From an optimization exercise on the open Yosys and OpenROAD flow, aimed at small area; shortcuts taken in it are not production practice.
At most, simulation tests tie the RTL to the original design; equivalence was not proved.
Power figures rest on the tool's default switching activity, not on a simulated workload.

==> flow/design.v (excerpt) <==
module uart_payload_top
#(
    parameter int CIPHER_BYTES = payload_pkg::DEF_CIPHER_BYTES,
    parameter int TAG_BYTES    = payload_pkg::DEF_TAG_BYTES
)
(
    input  logic                                        clock_i,
    input  logic                                        reset_i,
    input  logic                                        write_valid_i,
    output logic                                        write_ready_o,
    input  logic [CIPHER_BYTES*payload_pkg::BYTE_W-1:0] cipher_i,
    input  logic [TAG_BYTES*payload_pkg::BYTE_W-1:0]    tag_i,
    input  logic                                        read_valid_i,
    input  logic                                        read_field_i,
    output logic                                        read_ready_o,
    output logic                                        byte_valid_o,
    input  logic                                        byte_ready_i,
    output logic [payload_pkg::BYTE_W-1:0]              byte_o,
    output logic                                        byte_last_o
);
    logic                               fetch_field;
    logic                               fetch_take;
    logic                               fetch_write_open;
    logic [payload_pkg::BYTE_W-1:0]     fetch_byte_data;
    payload_store
    #(
        .CIPHER_BYTES (CIPHER_BYTES),
        .TAG_BYTES    (TAG_BYTES)
    )
    store_i
    (
        .clock_i          (clock_i),
        .reset_i          (reset_i),
        .write_valid_i    (write_valid_i),
        .cipher_i         (cipher_i),
        .tag_i            (tag_i),
  ...
Size in the first run: ~1600 I/O pins, roughly 0.049 mm2 of cells after synthesis.
==> flow/config.mk <==
export PLATFORM = sky130hd
export DESIGN_NAME = uart_payload_top
export DESIGN_NICKNAME = uart_payload_top
export VERILOG_FILES = /design/flow/design.v
export SDC_FILE = /design/flow/constraint.sdc
export NUM_CORES = 4
export LEC_CHECK = 0
export CAP_MARGIN = 20
export CORE_AREA = 10 10 410 410
export DIE_AREA = 0 0 420 420
export SLEW_MARGIN = 20
export SYNTH_HIERARCHICAL = 1
export SYNTH_MINIMUM_KEEP_SIZE = 0
==> flow/constraint.sdc <==
create_clock -name core_clock -period 8.0 [get_ports {clock_i}]
set_input_delay 1.6000 -clock core_clock [delete_from_list [all_inputs] [get_ports {clock_i}]]
set_output_delay 1.6000 -clock core_clock [all_outputs]
set_load 0.01 [all_outputs]
standard.sh (not shown) runs the stock make flow with config.mk's settings and CLKGATE_MAP_FILE= SYNTH_SCRIPT=/design/flow/synth_recipe.tcl, a recipe that flattens the netlist after the stock synthesis.
==> flow/flow/run.sh <==
#!/bin/bash
# The standard layout, with these changes: the ports are buffered by the
# smallest buffer instead of the one buffer_ports picks by default, the pins
# may sit on neighbouring tracks so that the 1610 ports fit a small die, the
# clock tree uses larger sink clusters and no dummy loads.
set -euo pipefail
export BUFFER_PORTS_ARGS="-buffer_cell sky130_fd_sc_hd__buf_1"
export PLACE_PINS_ARGS="-min_distance 1 -min_distance_in_tracks"
export CTS_ARGS="-sink_clustering_enable -repair_clock_nets -dont_use_dummy_load -sink_clustering_size 30 -sink_clustering_max_diameter 95"
bash standard.sh > standard.log 2>&1
The starting point finished clean.
Then changed:
--- a/flow/flow/run.sh
+++ b/flow/flow/run.sh
@@ -9 +9 @@
-export CTS_ARGS="-sink_clustering_enable -repair_clock_nets -dont_use_dummy_load -sink_clustering_size 30 -sink_clustering_max_diameter 95"
+export CTS_ARGS="-sink_clustering_enable -repair_clock_nets -dont_use_dummy_load -sink_clustering_size 30 -sink_clustering_max_diameter 90"
=> Critical path depth is unchanged; cell area barely changes; via count is about the same; worst hold slack is better by 52 ps; total power is higher slightly; first-iteration DRC count went down slightly; clock-buffer cell count came out higher by 5; utilization hardly moves; global-route usage is about the same; non-clock buffer count does not change.


run 1:
The RTL this note starts from:
==> flow/design.v <==
package payload_pkg;
    localparam int BYTE_W = 8;
    localparam int DEF_CIPHER_BYTES = 183;
    localparam int DEF_TAG_BYTES = 16;
    localparam int INDEX_W = 8;
    typedef logic [INDEX_W-1:0] byte_index_t;
endpackage
package readout_pkg;
    typedef enum logic
    {
        FIELD_CIPHER = 1'b0,
        FIELD_TAG    = 1'b1
    } field_e;
    typedef enum logic
    {
        ST_IDLE   = 1'b0,
        ST_STREAM = 1'b1
    } readout_state_e;
endpackage
module payload_store
#(
    parameter int CIPHER_BYTES = payload_pkg::DEF_CIPHER_BYTES,
    parameter int TAG_BYTES    = payload_pkg::DEF_TAG_BYTES
)
(
    input  logic                                        clock_i,
    input  logic                                        reset_i,
    input  logic                                        write_valid_i,
    input  logic [CIPHER_BYTES*payload_pkg::BYTE_W-1:0] cipher_i,
    input  logic [TAG_BYTES*payload_pkg::BYTE_W-1:0]    tag_i,
    input  logic [payload_pkg::INDEX_W-1:0]             fetch_addr,
    input  logic                                        fetch_write_open,
    output logic [payload_pkg::BYTE_W-1:0]              fetch_byte_data
);
    localparam int BYTES = CIPHER_BYTES + TAG_BYTES;
    logic [BYTES-1:0][payload_pkg::BYTE_W-1:0] data_q;
    logic                                      loaded_q;
    logic                                      write_accept;
    assign write_accept = write_valid_i && fetch_write_open;
    always_ff @(posedge clock_i)
    begin
        if (write_accept)
        begin
            data_q <= {tag_i, cipher_i};
        end
    end
    always_ff @(posedge clock_i or posedge reset_i)
    begin
        if (reset_i)
        begin
            loaded_q <= 1'b0;
        end
        else if (write_accept)
        begin
            loaded_q <= 1'b1;
        end
    end
    logic [BYTES-1:0] byte_sel;
    byte_decode
    #(
        .BYTES (BYTES)
    )
    decode_i
    (
        .enable_i (loaded_q),
        .addr_i   (fetch_addr),
        .sel_o    (byte_sel)
    );
    for (genvar b = 0; b < payload_pkg::BYTE_W; b++)
    begin : g_lane
        logic [BYTES-1:0] lane_bits;
        for (genvar i = 0; i < BYTES; i++)
        begin : g_bit
            assign lane_bits[i] = data_q[i][b];
        end
        byte_lane
        #(
            .BYTES (BYTES)
        )
        lane_i
        (
            .sel_i  (byte_sel),
            .data_i (lane_bits),
            .bit_o  (fetch_byte_data[b])
        );
    end
endmodule
module byte_lane
#(
    parameter int BYTES = 199
)
(
    input  logic [BYTES-1:0] sel_i,
    input  logic [BYTES-1:0] data_i,
    output logic             bit_o
);
    localparam int GROUPS = (BYTES + 2) / 3;
    logic [3*GROUPS-1:0] sel_pad;
    logic [3*GROUPS-1:0] data_pad;
    logic [GROUPS-1:0]   group_n;
    assign sel_pad = (3*GROUPS)'(sel_i);
    assign data_pad = (3*GROUPS)'(data_i);
    for (genvar g = 0; g < GROUPS; g++)
    begin : g_group
        if (3*g + 2 < BYTES)
        begin : g_three
            and_or3_n group_i
            (
                .a_i (sel_pad[3*g+2:3*g]),
                .b_i (data_pad[3*g+2:3*g]),
                .y_n (group_n[g])
            );
        end
        else
        begin : g_rest
            assign group_n[g] = !(|(sel_pad[3*g+2:3*g] & data_pad[3*g+2:3*g]));
        end
    end
    assign bit_o = !(&group_n);
endmodule
module and_or3_n
(
    input  logic [2:0] a_i,
    input  logic [2:0] b_i,
    output logic       y_n
);
    assign y_n = !((a_i[0] && b_i[0]) || (a_i[1] && b_i[1]) || (a_i[2] && b_i[2]));
endmodule
module byte_decode
#(
    parameter int BYTES = 199
)
(
    input  logic                            enable_i,
    input  logic [payload_pkg::INDEX_W-1:0] addr_i,
    output logic [BYTES-1:0]                sel_o
);
    logic [15:0] hi_n;
    logic [15:0] lo_n;
    always_comb
    begin
        for (int k = 0; k < 16; k++)
        begin
            hi_n[k] = !(enable_i && (addr_i[7:4] == 4'(k)));
            lo_n[k] = !(addr_i[3:0] == 4'(k));
        end
    end
    localparam int FIRST = 256 - BYTES;
    for (genvar i = 0; i < BYTES; i++)
    begin : g_sel
        nor2_sel sel_i
        (
            .a_n (hi_n[(FIRST + i) / 16]),
            .b_n (lo_n[(FIRST + i) % 16]),
            .y   (sel_o[i])
        );
    end
endmodule
module nor2_sel
(
    input  logic a_n,
    input  logic b_n,
    output logic y
);
    assign y = !(a_n || b_n);
endmodule
module readout_fsm
#(
    parameter int CIPHER_BYTES = payload_pkg::DEF_CIPHER_BYTES,
    parameter int TAG_BYTES    = payload_pkg::DEF_TAG_BYTES
)
(
    input  logic                            clock_i,
    input  logic                            reset_i,
    input  logic                            read_valid_i,
    input  logic                            write_valid_i,
    input  logic                            read_field_i,
    output logic                            read_ready_o,
    output logic                            byte_valid_o,
    input  logic                            byte_ready_i,
    output logic [payload_pkg::BYTE_W-1:0]  byte_o,
    output logic                            byte_last_o,
    output logic [payload_pkg::INDEX_W-1:0] fetch_addr,
    output logic                            fetch_write_open,
    input  logic [payload_pkg::BYTE_W-1:0]  fetch_byte_data
);
    localparam logic [payload_pkg::INDEX_W-1:0] TAG_FIRST = 256 - TAG_BYTES;
    localparam logic [payload_pkg::INDEX_W-1:0] CIPHER_FIRST = 256 - TAG_BYTES - CIPHER_BYTES;
    logic                           state_q;
    logic [payload_pkg::INDEX_W-1:0] addr_q;
    logic                           idle;
    logic                           read_take;
    logic                           at_last;
    logic                           addr_en;
    logic [payload_pkg::INDEX_W-1:0] addr_d;
    assign idle = (state_q == readout_pkg::ST_IDLE);
    assign read_ready_o = idle && !write_valid_i;
    assign read_take = read_valid_i && !write_valid_i;
    assign at_last = (&addr_q[7:5]) && (&addr_q[3:0]);
    assign byte_valid_o = state_q;
    assign byte_last_o = state_q && at_last;
    assign byte_o = fetch_byte_data;
    assign fetch_addr = addr_q;
    assign fetch_write_open = idle;
    always_ff @(posedge clock_i or posedge reset_i)
    begin
        if (reset_i)
        begin
            state_q <= readout_pkg::ST_IDLE;
        end
        else if (idle)
        begin
            state_q <= read_take;
        end
        else
        begin
            state_q <= !(byte_ready_i && at_last);
        end
    end
    assign addr_en = idle ? read_take : byte_ready_i;
    assign addr_d = idle
        ? ((read_field_i == readout_pkg::FIELD_TAG) ? TAG_FIRST : CIPHER_FIRST)
        : addr_q + 1'b1;
    always_ff @(posedge clock_i)
    begin
        if (addr_en)
        begin
            addr_q <= addr_d;
        end
    end
endmodule
module uart_payload_top
#(
    parameter int CIPHER_BYTES = payload_pkg::DEF_CIPHER_BYTES,
    parameter int TAG_BYTES    = payload_pkg::DEF_TAG_BYTES
)
(
    input  logic                                        clock_i,
    input  logic                                        reset_i,
    input  logic                                        write_valid_i,
    output logic                                        write_ready_o,
    input  logic [CIPHER_BYTES*payload_pkg::BYTE_W-1:0] cipher_i,
    input  logic [TAG_BYTES*payload_pkg::BYTE_W-1:0]    tag_i,
    input  logic                                        read_valid_i,
    input  logic                                        read_field_i,
    output logic                                        read_ready_o,
    output logic                                        byte_valid_o,
    input  logic                                        byte_ready_i,
    output logic [payload_pkg::BYTE_W-1:0]              byte_o,
    output logic                                        byte_last_o
);
    logic [payload_pkg::INDEX_W-1:0]    fetch_addr;
    logic                               fetch_write_open;
    logic [payload_pkg::BYTE_W-1:0]     fetch_byte_data;
    payload_store
    #(
        .CIPHER_BYTES (CIPHER_BYTES),
        .TAG_BYTES    (TAG_BYTES)
    )
    store_i
    (
        .clock_i          (clock_i),
        .reset_i          (reset_i),
        .write_valid_i    (write_valid_i),
        .cipher_i         (cipher_i),
        .tag_i            (tag_i),
        .fetch_addr       (fetch_addr),
        .fetch_write_open (fetch_write_open),
        .fetch_byte_data  (fetch_byte_data)
    );
    readout_fsm
    #(
        .CIPHER_BYTES (CIPHER_BYTES),
        .TAG_BYTES    (TAG_BYTES)
    )
    fsm_i
    (
        .clock_i          (clock_i),
        .reset_i          (reset_i),
        .read_valid_i     (read_valid_i),
        .write_valid_i    (write_valid_i),
        .read_field_i     (read_field_i),
        .read_ready_o     (read_ready_o),
        .byte_valid_o     (byte_valid_o),
        .byte_ready_i     (byte_ready_i),
        .byte_o           (byte_o),
        .byte_last_o      (byte_last_o),
        .fetch_addr       (fetch_addr),
        .fetch_write_open (fetch_write_open),
        .fetch_byte_data  (fetch_byte_data)
    );
    assign write_ready_o = fetch_write_open;
endmodule
export LEC_CHECK = 0
export CAP_MARGIN = 20
export CORE_AREA = 10 10 410 410
export DIE_AREA = 0 0 420 420
export SLEW_MARGIN = 20
export SYNTH_HIERARCHICAL = 1
export SYNTH_MINIMUM_KEEP_SIZE = 0
create_clock -name core_clock -period 8.0 [get_ports {clock_i}]
==> flow/flow/run.sh <==
#!/bin/bash
# The standard layout, with these changes: the ports are buffered by the
# smallest buffer instead of the one buffer_ports picks by default, the pins
# may sit on neighbouring tracks so that the 1610 ports fit a small die, the
# clock tree uses larger sink clusters and no dummy loads, and antennas are
# repaired after detailed routing only.
set -euo pipefail
export BUFFER_PORTS_ARGS="-buffer_cell sky130_fd_sc_hd__buf_1"
export PLACE_PINS_ARGS="-min_distance 1 -min_distance_in_tracks"
export CTS_ARGS="-sink_clustering_enable -repair_clock_nets -dont_use_dummy_load -sink_clustering_size 30 -sink_clustering_max_diameter 80"
export SKIP_ANTENNA_REPAIR=1
bash standard.sh > standard.log 2>&1
Inputs modified between run 1 and run 2:
==> flow/flow/run.sh <==
#!/bin/bash
# The standard layout, with these changes: the ports are buffered by the
# smallest buffer instead of the one buffer_ports picks by default, the pins
# may sit on neighbouring tracks so that the 1610 ports fit a small die, the
# clock tree uses larger sink clusters and no dummy loads, and antennas are
# repaired after detailed routing only; gates with timing slack are sized
# down after global routing.
set -euo pipefail
export BUFFER_PORTS_ARGS="-buffer_cell sky130_fd_sc_hd__buf_1"
export PLACE_PINS_ARGS="-min_distance 1 -min_distance_in_tracks"
export CTS_ARGS="-sink_clustering_enable -repair_clock_nets -dont_use_dummy_load -sink_clustering_size 30 -sink_clustering_max_diameter 90"
export SKIP_ANTENNA_REPAIR=1
export RECOVER_POWER=100
bash standard.sh > standard.log 2>&1
### Flow results
- Diff run 1 -> run 2: sequential power share up 1.4 points; met1 wire length down about 1.1%; slew at the pin closest to its max-slew limit up 2.13 ns.
- [compare] base=run 1 new=run 2: clock tree buffer count of the final layout now sits lower; routed wire length moved down; endpoint arrival time on the critical path now larger; utilization after layout has decreased; total inserted antenna cells down 0.68%.
- The flow for run 2 finished, though final verification flagged max-capacitance violations, max-slew violations.
[inputs] run 3 vs run 2
- changing DIE_AREA from 0 0 420 420 to 0 0 380 380
- changing CORE_AREA from 10 10 410 410 to 10 10 370 370
==> flow/flow/run.sh <==
#!/bin/bash
# The standard layout, with these changes: the ports are buffered by the
# smallest buffer instead of the one buffer_ports picks by default, the pins
# may sit on neighbouring tracks so that the 1610 ports fit a small die, the
# clock tree uses larger sink clusters and no dummy loads, and antennas are
# repaired after detailed routing only.
set -euo pipefail
export BUFFER_PORTS_ARGS="-buffer_cell sky130_fd_sc_hd__buf_1"
export PLACE_PINS_ARGS="-min_distance 1 -min_distance_in_tracks"
export CTS_ARGS="-sink_clustering_enable -repair_clock_nets -dont_use_dummy_load -sink_clustering_size 30 -sink_clustering_max_diameter 80"
export SKIP_ANTENNA_REPAIR=1
bash standard.sh > standard.log 2>&1
- Run 3: full flow OK, the timing, DRC and antenna checks passed
- Die extent in y (run 3 / run 2): 0.905
- Tightest hold margin (lower): run 2
- Data arrival time of the worst path on run 3 is down relative to run 2.
- Relative to run 2, total wire length after detailed routing decreased by about 7% in run 3.
Function was not checked in any run of this note: the RTL went through the layout flow alone.

==> afterwards: timing with drivers on the ports <==
In the flow no input, the clock included, has a driving cell. The finished layouts below were timed again as built, in two steps. Step 1, drivers: a clkbuf_16 drives clock_i and a buf_2 each remaining input, both assumed. Step 2, shift: input delay + t, output delay - t, t = (earliest + latest rising clock arrival at the registers) / 2. This alone moves slack from input paths to output paths. Slacks: ideal / step 1 / step 2; pairs: ideal / step 1.
run | t, ns | setup WS [ns] | worst hold slack (ns)
the first run of note 1 | 0.740 | 3.551 / 3.573 / 2.834 | 0.324 / 0.324 / 0.324
the second run of note 1 | 0.738 | 3.551 / 3.568 / 2.830 | 0.376 / 0.376 / 0.376
run 1 | 0.788 | 0.824 / 0.749 / 1.537 | 0.642 / 0.642 / 0.642
run 2 | 0.754 | 0.418 / 0.341 / -0.039 | 0.625 / 0.625 / 0.625
run 3 | 0.735 | 0.904 / 0.827 / 1.562 | 0.641 / 0.641 / 0.641
For the second run of note 1, which loses most, drivers alone change the setup slack by +0.017 ns; drivers and shift together by -0.721 ns.
